Context: an optimization exercise on an open-source flow, tuned for small area, a short achievable clock period and few clock cycles per item. The choices shown serve that exercise and are no tape-out recipe. In this exercise RTL edits were held to simulation tests only and were not proved equivalent to the original. Power is estimated from default activity; no workload was simulated.

==> run M <==
==> flow/design.v <==
`timescale 1ns / 1ps
package kst_pkg;
  localparam int ID_W     = 64;
  localparam int KEY_W    = 32;
  localparam int STATUS_W = 8;
  localparam int DATA_W   = 64;
  localparam int CODE_W   = 3;
  localparam int HIT_W    = 4;
  typedef enum logic [1:0] {
    ACT_WRITE  = 2'd0,
    ACT_READ   = 2'd1,
    ACT_DELETE = 2'd2,
    ACT_CLEAR  = 2'd3
  } act_t;
  typedef enum logic [CODE_W-1:0] {
    RES_UPDATED   = 3'd0,
    RES_INSERTED  = 3'd1,
    RES_REPLACED  = 3'd2,
    RES_READ_HIT  = 3'd3,
    RES_READ_MISS = 3'd4,
    RES_READ_BAD  = 3'd5,
    RES_DELETED   = 3'd6,
    RES_DEL_MISS  = 3'd7
  } res_t;
  typedef enum logic [1:0] {
    ST_IDLE,
    ST_SCAN,
    ST_COMMIT,
    ST_FINISH
  } st_t;
  typedef struct packed {
    logic [ID_W-1:0]            client;
    logic [ID_W-1:0]            server;
    logic signed [KEY_W-1:0]    key_id;
    logic [STATUS_W-1:0]        status;
    logic [DATA_W-1:0]          data;
  } entry_t;
  function automatic logic [ID_W-1:0] canon_id(input logic [ID_W-1:0] v);
    logic [ID_W-1:0] r;
    logic            live;
    r    = '0;
    live = 1'b1;
    for (int i = 0; i < 8; i++) begin
      live = live && (v[8*i +: 8] != 8'd0);
      if (live) begin
        r[8*i +: 8] = v[8*i +: 8];
      end
    end
    canon_id = r;
  endfunction
  function automatic logic id_empty(input logic [ID_W-1:0] v);
    id_empty = (v[7:0] == 8'd0);
  endfunction
endpackage
`timescale 1ns / 1ps
module kst_ram #(
  parameter int WIDTH = 8,
  parameter int DEPTH = 16
) (
  input  logic                    clk,
  input  logic [DEPTH-1:0]        we,
  input  logic [WIDTH-1:0]        wdata,
  output logic [DEPTH*WIDTH-1:0]  rdata
);
  for (genvar i = 0; i < DEPTH; i++) begin : g_ent
    logic [WIDTH-1:0] q;
    always_ff @(posedge clk) begin
      if (we[i]) begin
        q <= wdata;
      end
    end
    assign rdata[i*WIDTH +: WIDTH] = q;
  end
endmodule
`timescale 1ns / 1ps
module keyed_session_table_unit #(
  parameter int NODES = 16
) (
  input  logic               clk,
  input  logic               rst,
  input  logic               req_valid,
  output logic               req_ready,
  input  logic [1:0]         req_action,
  input  logic [63:0]        req_client_id,
  input  logic [63:0]        req_server_id,
  input  logic signed [31:0] req_key_id,
  input  logic [7:0]         req_status_in,
  input  logic [63:0]        req_key_data,
  output logic               rsp_valid,
  input  logic               rsp_ready,
  output logic [2:0]         rsp_result_code,
  output logic [3:0]         rsp_hit_index,
  output logic signed [31:0] rsp_out_key_id,
  output logic [7:0]         rsp_out_status,
  output logic [63:0]        rsp_out_key_data
);
  localparam int ENTRY_W = 2*kst_pkg::ID_W + kst_pkg::KEY_W + kst_pkg::STATUS_W + kst_pkg::DATA_W;
  localparam int RSP_W   = 3 + 4 + 32 + 8 + 64;
  logic s_v;       
  logic go;        
  logic exec;      
  assign go        = !s_v;
  assign req_ready = go;
  logic            s1_v;
  kst_pkg::act_t   a1;
  kst_pkg::entry_t q1;
  logic            cne1;
  logic            sne1;
  logic            bad1;
  always_ff @(posedge clk) begin
    if (rst) begin
      s1_v <= 1'b0;
    end else if (go) begin
      s1_v <= req_valid;
    end
  end
  always_ff @(posedge clk) begin
    if (go) begin
      a1        <= kst_pkg::act_t'(req_action);
      q1.client <= kst_pkg::canon_id(req_client_id);
      q1.server <= kst_pkg::canon_id(req_server_id);
      q1.key_id <= req_key_id;
      q1.status <= req_status_in;
      q1.data   <= req_key_data;
      cne1      <= !kst_pkg::id_empty(req_client_id);
      sne1      <= !kst_pkg::id_empty(req_server_id);
      bad1      <= kst_pkg::id_empty(req_client_id) || kst_pkg::id_empty(req_server_id) ||
                   (req_key_id <= 32'sd0);
    end
  end
  logic             s2_v;
  kst_pkg::act_t    a2;
  kst_pkg::entry_t  q2;
  logic             cne2;
  logic             sne2;
  logic             bad2;
  logic [NODES-1:0] m2;      
  logic [NODES-1:0] f2;      
  assign exec = s2_v && go;
  logic [NODES-1:0]         valid_bits;
  logic [NODES-1:0]         we;
  logic [NODES*ENTRY_W-1:0] tab;
  logic [63:0]              e_client [NODES];
  logic [63:0]              e_server [NODES];
  logic [31:0]              e_key    [NODES];
  logic [7:0]               e_st     [NODES];
  logic [63:0]              e_data   [NODES];
  kst_ram #(
    .WIDTH (ENTRY_W),
    .DEPTH (NODES)
  ) u_ram (
    .clk   (clk),
    .we    (we),
    .wdata (q2),
    .rdata (tab)
  );
  logic [NODES-1:0] m_raw;
  logic [NODES-1:0] f_raw;
  for (genvar i = 0; i < NODES; i++) begin : g_cmp
    logic ids_eq;
    logic key_eq;
    logic st_eq;
    assign {e_client[i], e_server[i], e_key[i], e_st[i], e_data[i]} = tab[i*ENTRY_W +: ENTRY_W];
    assign ids_eq = (e_client[i] == q1.client) && (e_server[i] == q1.server);
    assign key_eq = (e_key[i] == q1.key_id);
    assign st_eq  = (e_st[i] == q1.status);
    always_comb begin
      unique case (a1)
        kst_pkg::ACT_WRITE:  m_raw[i] = valid_bits[i] && ids_eq && cne1 && sne1;
        kst_pkg::ACT_READ:   m_raw[i] = valid_bits[i] && ids_eq && key_eq;
        kst_pkg::ACT_DELETE: m_raw[i] = valid_bits[i] && ids_eq && key_eq && st_eq && cne1;
        default:             m_raw[i] = 1'b0;
      endcase
    end
    assign f_raw[i] = !valid_bits[i] ||
                      (kst_pkg::id_empty(e_client[i]) && kst_pkg::id_empty(e_server[i]));
  end
  logic ids_eq12;
  logic key_eq12;
  logic st_eq12;
  logic m_fwd;
  logic f_fwd;
  assign ids_eq12 = (q2.client == q1.client) && (q2.server == q1.server);
  assign key_eq12 = (q2.key_id == q1.key_id);
  assign st_eq12  = (q2.status == q1.status);
  always_comb begin
    unique case (a1)
      kst_pkg::ACT_WRITE:  m_fwd = ids_eq12 && cne1 && sne1;
      kst_pkg::ACT_READ:   m_fwd = ids_eq12 && key_eq12;
      kst_pkg::ACT_DELETE: m_fwd = ids_eq12 && key_eq12 && st_eq12 && cne1;
      default:             m_fwd = 1'b0;
    endcase
  end
  assign f_fwd = !cne2 && !sne2;
  logic [NODES-1:0] fm;
  logic [NODES-1:0] ff;
  logic             any_m;
  logic             any_f;
  always_comb begin
    logic seen_m;
    logic seen_f;
    seen_m = 1'b0;
    seen_f = 1'b0;
    for (int i = 0; i < NODES; i++) begin
      fm[i]  = m2[i] && !seen_m;
      ff[i]  = f2[i] && !seen_f;
      seen_m = seen_m || m2[i];
      seen_f = seen_f || f2[i];
    end
    any_m = seen_m;
    any_f = seen_f;
  end
  function automatic logic [3:0] enc16(input logic [NODES-1:0] oh);
    logic [3:0] r;
    r = '0;
    for (int i = 0; i < NODES; i++) begin
      if (oh[i]) r = r | 4'(i);
    end
    enc16 = r;
  endfunction
  logic [NODES-1:0] wsel;
  always_comb begin
    if (any_m) begin
      wsel = fm;
    end else if (any_f) begin
      wsel = ff;
    end else begin
      wsel = '0;
      wsel[NODES-1] = 1'b1;
    end
  end
  logic do_write;
  logic do_del;
  logic do_clear;
  assign do_write = exec && (a2 == kst_pkg::ACT_WRITE);
  assign do_del   = exec && (a2 == kst_pkg::ACT_DELETE);
  assign do_clear = exec && (a2 == kst_pkg::ACT_CLEAR);
  assign we = do_write ? wsel : '0;
  always_ff @(posedge clk) begin
    if (rst || do_clear) begin
      valid_bits <= '0;
    end else if (do_write) begin
      valid_bits <= valid_bits | wsel;
    end else if (do_del) begin
      valid_bits <= valid_bits & ~fm;
    end
  end
  logic [NODES-1:0] m_nx;
  logic [NODES-1:0] f_nx;
  always_comb begin
    if (do_clear) begin
      m_nx = '0;
      f_nx = '1;
    end else if (do_write) begin
      for (int i = 0; i < NODES; i++) begin
        m_nx[i] = wsel[i] ? m_fwd : m_raw[i];
        f_nx[i] = wsel[i] ? f_fwd : f_raw[i];
      end
    end else if (do_del) begin
      m_nx = m_raw & ~fm;
      f_nx = f_raw | fm;
    end else begin
      m_nx = m_raw;
      f_nx = f_raw;
    end
  end
  always_ff @(posedge clk) begin
    if (rst) begin
      s2_v <= 1'b0;
    end else if (go) begin
      s2_v <= s1_v;
    end
  end
  always_ff @(posedge clk) begin
    if (go) begin
      a2   <= a1;
      q2   <= q1;
      cne2 <= cne1;
      sne2 <= sne1;
      bad2 <= bad1;
      m2   <= m_nx;
      f2   <= f_nx;
    end
  end
  logic [7:0]  hit_st;
  logic [63:0] hit_data;
  always_comb begin
    hit_st   = '0;
    hit_data = '0;
    for (int i = 0; i < NODES; i++) begin
      hit_st   = hit_st   | ({8{fm[i]}}  & e_st[i]);
      hit_data = hit_data | ({64{fm[i]}} & e_data[i]);
    end
  end
  logic [2:0]         r_code;
  logic [3:0]         r_idx;
  logic signed [31:0] r_key;
  logic [7:0]         r_st;
  logic [63:0]        r_data;
  always_comb begin
    r_code = kst_pkg::RES_UPDATED;
    r_idx  = '0;
    r_key  = '0;
    r_st   = '0;
    r_data = '0;
    unique case (a2)
      kst_pkg::ACT_WRITE: begin
        r_idx = enc16(wsel);
        if (any_m) begin
          r_code = kst_pkg::RES_UPDATED;
        end else if (any_f) begin
          r_code = kst_pkg::RES_INSERTED;
        end else begin
          r_code = kst_pkg::RES_REPLACED;
        end
      end
      kst_pkg::ACT_READ: begin
        r_key = -32'sd1;
        if (bad2) begin
          r_code = kst_pkg::RES_READ_BAD;
        end else if (any_m) begin
          r_code = kst_pkg::RES_READ_HIT;
          r_idx  = enc16(fm);
          r_key  = q2.key_id;
          r_st   = hit_st;
          r_data = hit_data;
        end else begin
          r_code = kst_pkg::RES_READ_MISS;
        end
      end
      kst_pkg::ACT_DELETE: begin
        if (any_m) begin
          r_code = kst_pkg::RES_DELETED;
          r_idx  = enc16(fm);
        end else begin
          r_code = kst_pkg::RES_DEL_MISS;
        end
      end
      default: begin
        r_code = kst_pkg::RES_UPDATED;
      end
    endcase
  end
  logic [RSP_W-1:0] res_w;
  logic [RSP_W-1:0] skid;
  logic [RSP_W-1:0] outw;
  assign res_w = {r_code, r_idx, r_key, r_st, r_data};
  logic out_free;
  assign out_free = !rsp_valid || rsp_ready;
  always_ff @(posedge clk) begin
    if (rst) begin
      rsp_valid <= 1'b0;
      s_v       <= 1'b0;
    end else begin
      if (out_free) begin
        rsp_valid <= s_v || exec;
        s_v       <= 1'b0;
      end else if (exec) begin
        s_v <= 1'b1;
      end
    end
  end
  always_ff @(posedge clk) begin
    if (exec && !out_free) begin
      skid <= res_w;
    end
    if (out_free) begin
      outw <= s_v ? skid : res_w;
    end
  end
  assign {rsp_result_code, rsp_hit_index, rsp_out_key_id, rsp_out_status, rsp_out_key_data} = outw;
endmodule
==> flow/run.sh <==
#!/bin/bash
# synth_recipe.tcl (not shown) runs the flow's synth.tcl, then flattens the netlist and writes it again
# the make line also repeats each setting of config.mk as NAME=value (left out here)
make -C /OpenROAD-flow-scripts/flow DESIGN_CONFIG=/design/flow/config.mk WORK_HOME=/design/flow/orfs CLKGATE_MAP_FILE= SYNTH_SCRIPT=/design/flow/synth_recipe.tcl finish
==> flow/config.mk <==
export PLATFORM = sky130hd
export DESIGN_NAME = keyed_session_table_unit
export DESIGN_NICKNAME = keyed_session_table_unit
export VERILOG_FILES = /design/flow/design.v
export SDC_FILE = /design/flow/constraint.sdc
export NUM_CORES = 4
export LEC_CHECK = 0
export ABC_AREA = 1
export CAP_MARGIN = 20
export CORE_MARGIN = 2
export CORE_UTILIZATION = 40
export SETUP_SLACK_MARGIN = 4.5
export SLEW_MARGIN = 20
export SYNTH_MEMORY_MAX_BITS = 8192
==> flow/constraint.sdc <==
create_clock -name core_clock -period 8.0 [get_ports {clk}]
set_input_delay 1.6000 -clock core_clock [delete_from_list [all_inputs] [get_ports {clk}]]
set_output_delay 1.6000 -clock core_clock [all_outputs]
set_load 0.01 [all_outputs]
==> run P: changes against run M <==
==> flow/design.v, changed modules only <==
module keyed_session_table_unit #(
  parameter int NODES = 16
) (
  input  logic               clk,
  input  logic               rst,
  input  logic               req_valid,
  output logic               req_ready,
  input  logic [1:0]         req_action,
  input  logic [63:0]        req_client_id,
  input  logic [63:0]        req_server_id,
  input  logic signed [31:0] req_key_id,
  input  logic [7:0]         req_status_in,
  input  logic [63:0]        req_key_data,
  output logic               rsp_valid,
  input  logic               rsp_ready,
  output logic [2:0]         rsp_result_code,
  output logic [3:0]         rsp_hit_index,
  output logic signed [31:0] rsp_out_key_id,
  output logic [7:0]         rsp_out_status,
  output logic [63:0]        rsp_out_key_data
);
  localparam int ENTRY_W = 2*kst_pkg::ID_W + kst_pkg::KEY_W + kst_pkg::STATUS_W + kst_pkg::DATA_W;
  localparam int RSP_W   = 3 + 4 + 32 + 8 + 64;
  logic            s1_v;
  kst_pkg::act_t   rq_act;
  kst_pkg::entry_t rq;
  logic            rq_cne;
  logic            rq_sne;
  logic            rq_bad;
  logic s_v;       
  logic exec;
  logic req_fire;
  assign req_ready = !s1_v || !s_v;
  assign req_fire  = req_valid && req_ready;
  assign exec      = s1_v && !s_v;
  always_ff @(posedge clk) begin
    if (rst) begin
      s1_v <= 1'b0;
    end else if (req_fire) begin
      s1_v <= 1'b1;
    end else if (exec) begin
      s1_v <= 1'b0;
    end
  end
  always_ff @(posedge clk) begin
    if (req_ready) begin
      rq_act    <= kst_pkg::act_t'(req_action);
      rq.client <= kst_pkg::canon_id(req_client_id);
      rq.server <= kst_pkg::canon_id(req_server_id);
      rq.key_id <= req_key_id;
      rq.status <= req_status_in;
      rq.data   <= req_key_data;
      rq_cne    <= !kst_pkg::id_empty(req_client_id);
      rq_sne    <= !kst_pkg::id_empty(req_server_id);
      rq_bad    <= kst_pkg::id_empty(req_client_id) || kst_pkg::id_empty(req_server_id) ||
                   (req_key_id <= 32'sd0);
    end
  end
  logic [NODES-1:0]         valid_bits;
  logic [NODES-1:0]         we;
  logic [NODES*ENTRY_W-1:0] tab;
  logic [63:0]              e_client [NODES];
  logic [63:0]              e_server [NODES];
  logic [31:0]              e_key    [NODES];
  logic [7:0]               e_st     [NODES];
  logic [63:0]              e_data   [NODES];
  kst_ram #(
    .WIDTH (ENTRY_W),
    .DEPTH (NODES)
  ) u_ram (
    .clk   (clk),
    .we    (we),
    .wdata (rq),
    .rdata (tab)
  );
  logic [NODES-1:0] m;
  logic [NODES-1:0] fr;
  for (genvar i = 0; i < NODES; i++) begin : g_cmp
    logic ids_eq;
    logic key_eq;
    logic st_eq;
    assign {e_client[i], e_server[i], e_key[i], e_st[i], e_data[i]} = tab[i*ENTRY_W +: ENTRY_W];
    assign ids_eq  = (e_client[i] == rq.client) && (e_server[i] == rq.server);
    assign key_eq  = (e_key[i] == rq.key_id);
    assign st_eq   = (e_st[i] == rq.status);
    always_comb begin
      unique case (rq_act)
        kst_pkg::ACT_WRITE:  m[i] = valid_bits[i] && ids_eq && rq_cne && rq_sne;
        kst_pkg::ACT_READ:   m[i] = valid_bits[i] && ids_eq && key_eq;
        kst_pkg::ACT_DELETE: m[i] = valid_bits[i] && ids_eq && key_eq && st_eq && rq_cne;
        default:             m[i] = 1'b0;
      endcase
    end
    assign fr[i] = !valid_bits[i] ||
                   (kst_pkg::id_empty(e_client[i]) && kst_pkg::id_empty(e_server[i]));
  end
  logic [NODES-1:0] fm;
  logic [NODES-1:0] ff;
  logic             any_m;
  logic             any_f;
  always_comb begin
    logic seen_m;
    logic seen_f;
    seen_m = 1'b0;
    seen_f = 1'b0;
    for (int i = 0; i < NODES; i++) begin
      fm[i]  = m[i] && !seen_m;
      ff[i]  = fr[i] && !seen_f;
      seen_m = seen_m || m[i];
      seen_f = seen_f || fr[i];
    end
    any_m = seen_m;
    any_f = seen_f;
  end
  function automatic logic [3:0] enc16(input logic [NODES-1:0] oh);
    logic [3:0] r;
    r = '0;
    for (int i = 0; i < NODES; i++) begin
      if (oh[i]) r = r | 4'(i);
    end
    enc16 = r;
  endfunction
  logic [NODES-1:0] wsel;
  always_comb begin
    if (any_m) begin
      wsel = fm;
    end else if (any_f) begin
      wsel = ff;
    end else begin
      wsel = '0;
      wsel[NODES-1] = 1'b1;
    end
  end
  logic do_write;
  logic do_read;
  logic do_del;
  logic do_clear;
  assign do_write = exec && (rq_act == kst_pkg::ACT_WRITE);
  assign do_read  = exec && (rq_act == kst_pkg::ACT_READ);
  assign do_del   = exec && (rq_act == kst_pkg::ACT_DELETE);
  assign do_clear = exec && (rq_act == kst_pkg::ACT_CLEAR);
  assign we = do_write ? wsel : '0;
  always_ff @(posedge clk) begin
    if (rst || do_clear) begin
      valid_bits <= '0;
    end else if (do_write) begin
      valid_bits <= valid_bits | wsel;
    end else if (do_del) begin
      valid_bits <= valid_bits & ~fm;
    end
  end
  logic [7:0]  hit_st;
  logic [63:0] hit_data;
  always_comb begin
    hit_st   = '0;
    hit_data = '0;
    for (int i = 0; i < NODES; i++) begin
      hit_st   = hit_st   | ({8{fm[i]}}  & e_st[i]);
      hit_data = hit_data | ({64{fm[i]}} & e_data[i]);
    end
  end
  logic [2:0]         r_code;
  logic [3:0]         r_idx;
  logic signed [31:0] r_key;
  logic [7:0]         r_st;
  logic [63:0]        r_data;
  always_comb begin
    r_code = kst_pkg::RES_UPDATED;
    r_idx  = '0;
    r_key  = '0;
    r_st   = '0;
    r_data = '0;
    unique case (rq_act)
      kst_pkg::ACT_WRITE: begin
        r_idx = enc16(wsel);
        if (any_m) begin
          r_code = kst_pkg::RES_UPDATED;
        end else if (any_f) begin
          r_code = kst_pkg::RES_INSERTED;
        end else begin
          r_code = kst_pkg::RES_REPLACED;
        end
      end
      kst_pkg::ACT_READ: begin
        r_key = -32'sd1;
        if (rq_bad) begin
          r_code = kst_pkg::RES_READ_BAD;
        end else if (any_m) begin
          r_code = kst_pkg::RES_READ_HIT;
          r_idx  = enc16(fm);
          r_key  = rq.key_id;
          r_st   = hit_st;
          r_data = hit_data;
        end else begin
          r_code = kst_pkg::RES_READ_MISS;
        end
      end
      kst_pkg::ACT_DELETE: begin
        if (any_m) begin
          r_code = kst_pkg::RES_DELETED;
          r_idx  = enc16(fm);
        end else begin
          r_code = kst_pkg::RES_DEL_MISS;
        end
      end
      default: begin
        r_code = kst_pkg::RES_UPDATED;
      end
    endcase
  end
  logic [RSP_W-1:0] res_w;
  logic [RSP_W-1:0] skid;
  logic [RSP_W-1:0] outw;
  assign res_w = {r_code, r_idx, r_key, r_st, r_data};
  logic out_free;
  assign out_free = !rsp_valid || rsp_ready;
  always_ff @(posedge clk) begin
    if (rst) begin
      rsp_valid <= 1'b0;
      s_v       <= 1'b0;
    end else begin
      if (out_free) begin
        rsp_valid <= s_v || exec;
        s_v       <= 1'b0;
      end else if (exec) begin
        s_v <= 1'b1;
      end
    end
  end
  always_ff @(posedge clk) begin
    if (exec && !out_free) begin
      skid <= res_w;
    end
    if (out_free) begin
      outw <= s_v ? skid : res_w;
    end
  end
  assign {rsp_result_code, rsp_hit_index, rsp_out_key_id, rsp_out_status, rsp_out_key_data} = outw;
endmodule
Settings changed: ABC_AREA 1 to default, SETUP_SLACK_MARGIN 4.5 to default.
==> run notes <==
status finished clean; hold path startpoint valid_bits[7]$_SDFFE_PP0P_; mux contribution to synthesized area 0.00657; Synth Register Bits 4190; Layout area overhead 15.4%; Comb group 2.54 mW; beginning of the critical path rq[229]$_SDFFCE_PN0N_; crit path cell chain buf_4 > xnor2_1 > nand4_1 > nor4_1 > nand3_1 > nor4_4 > nand2_4 > buf_4 > nand3b_1 > nor4_2 > o21ai_0 > inv_8 > buf_12; Most common cell on crit path buf_4; Worst Hold End valid_bits[7]$_SDFFE_PP0P_
# the run above: run P

==> run notes <==
Most common cell on crit path nand4_1; hold path startpoint q1[22]$_DFFE_PN_; status finished clean; grt met2 use 0.479; Worst Hold End q2[22]$_DFFE_PN_; period utilization 0.483; beginning of the critical path q1[130]$_SDFFCE_PN0N_; Peak Freq 259 MHz; Vias/cell 6.10
# the run above: run M

Testbench counts of run M, summed over its fixed seeds: cycles 32,024, items 32,000.
Testbench counts of run P, summed over its fixed seeds: cycles 32,016, items 32,000.

[afterwards: timing with drivers on the ports]
How much do the figures lean on ideal ports? The routed layouts below were timed once more, with nothing changed but the port constraints.
Step 1 assumes that a clkbuf_16 drives the clock port and a buf_2 every other input.
Step 2 times the ports against the registers' clock, not the clock port: input delays grow and output delays shrink by t, the midpoint of the rising clock arrivals with the driver on.
a / b / c = ideal ports / drivers / drivers and shift; a / b = the first two.
run | shift t [ns] | slack for setup (ns) | hold WS [ns] | cell pins on the clock port's net
run M | 1.171 | 4.134 / 4.134 / 3.502 | 0.402 / 0.402 / 0.402 | 1
run P | 1.123 | 0.714 / 0.714 / 0.714 | 0.467 / 0.467 / 0.467 | 1
After both steps setup and hold are still met in every run listed. The setup slack of run M, which loses most, moves by 0.000 ns with the drivers and by -0.632 ns with both steps.
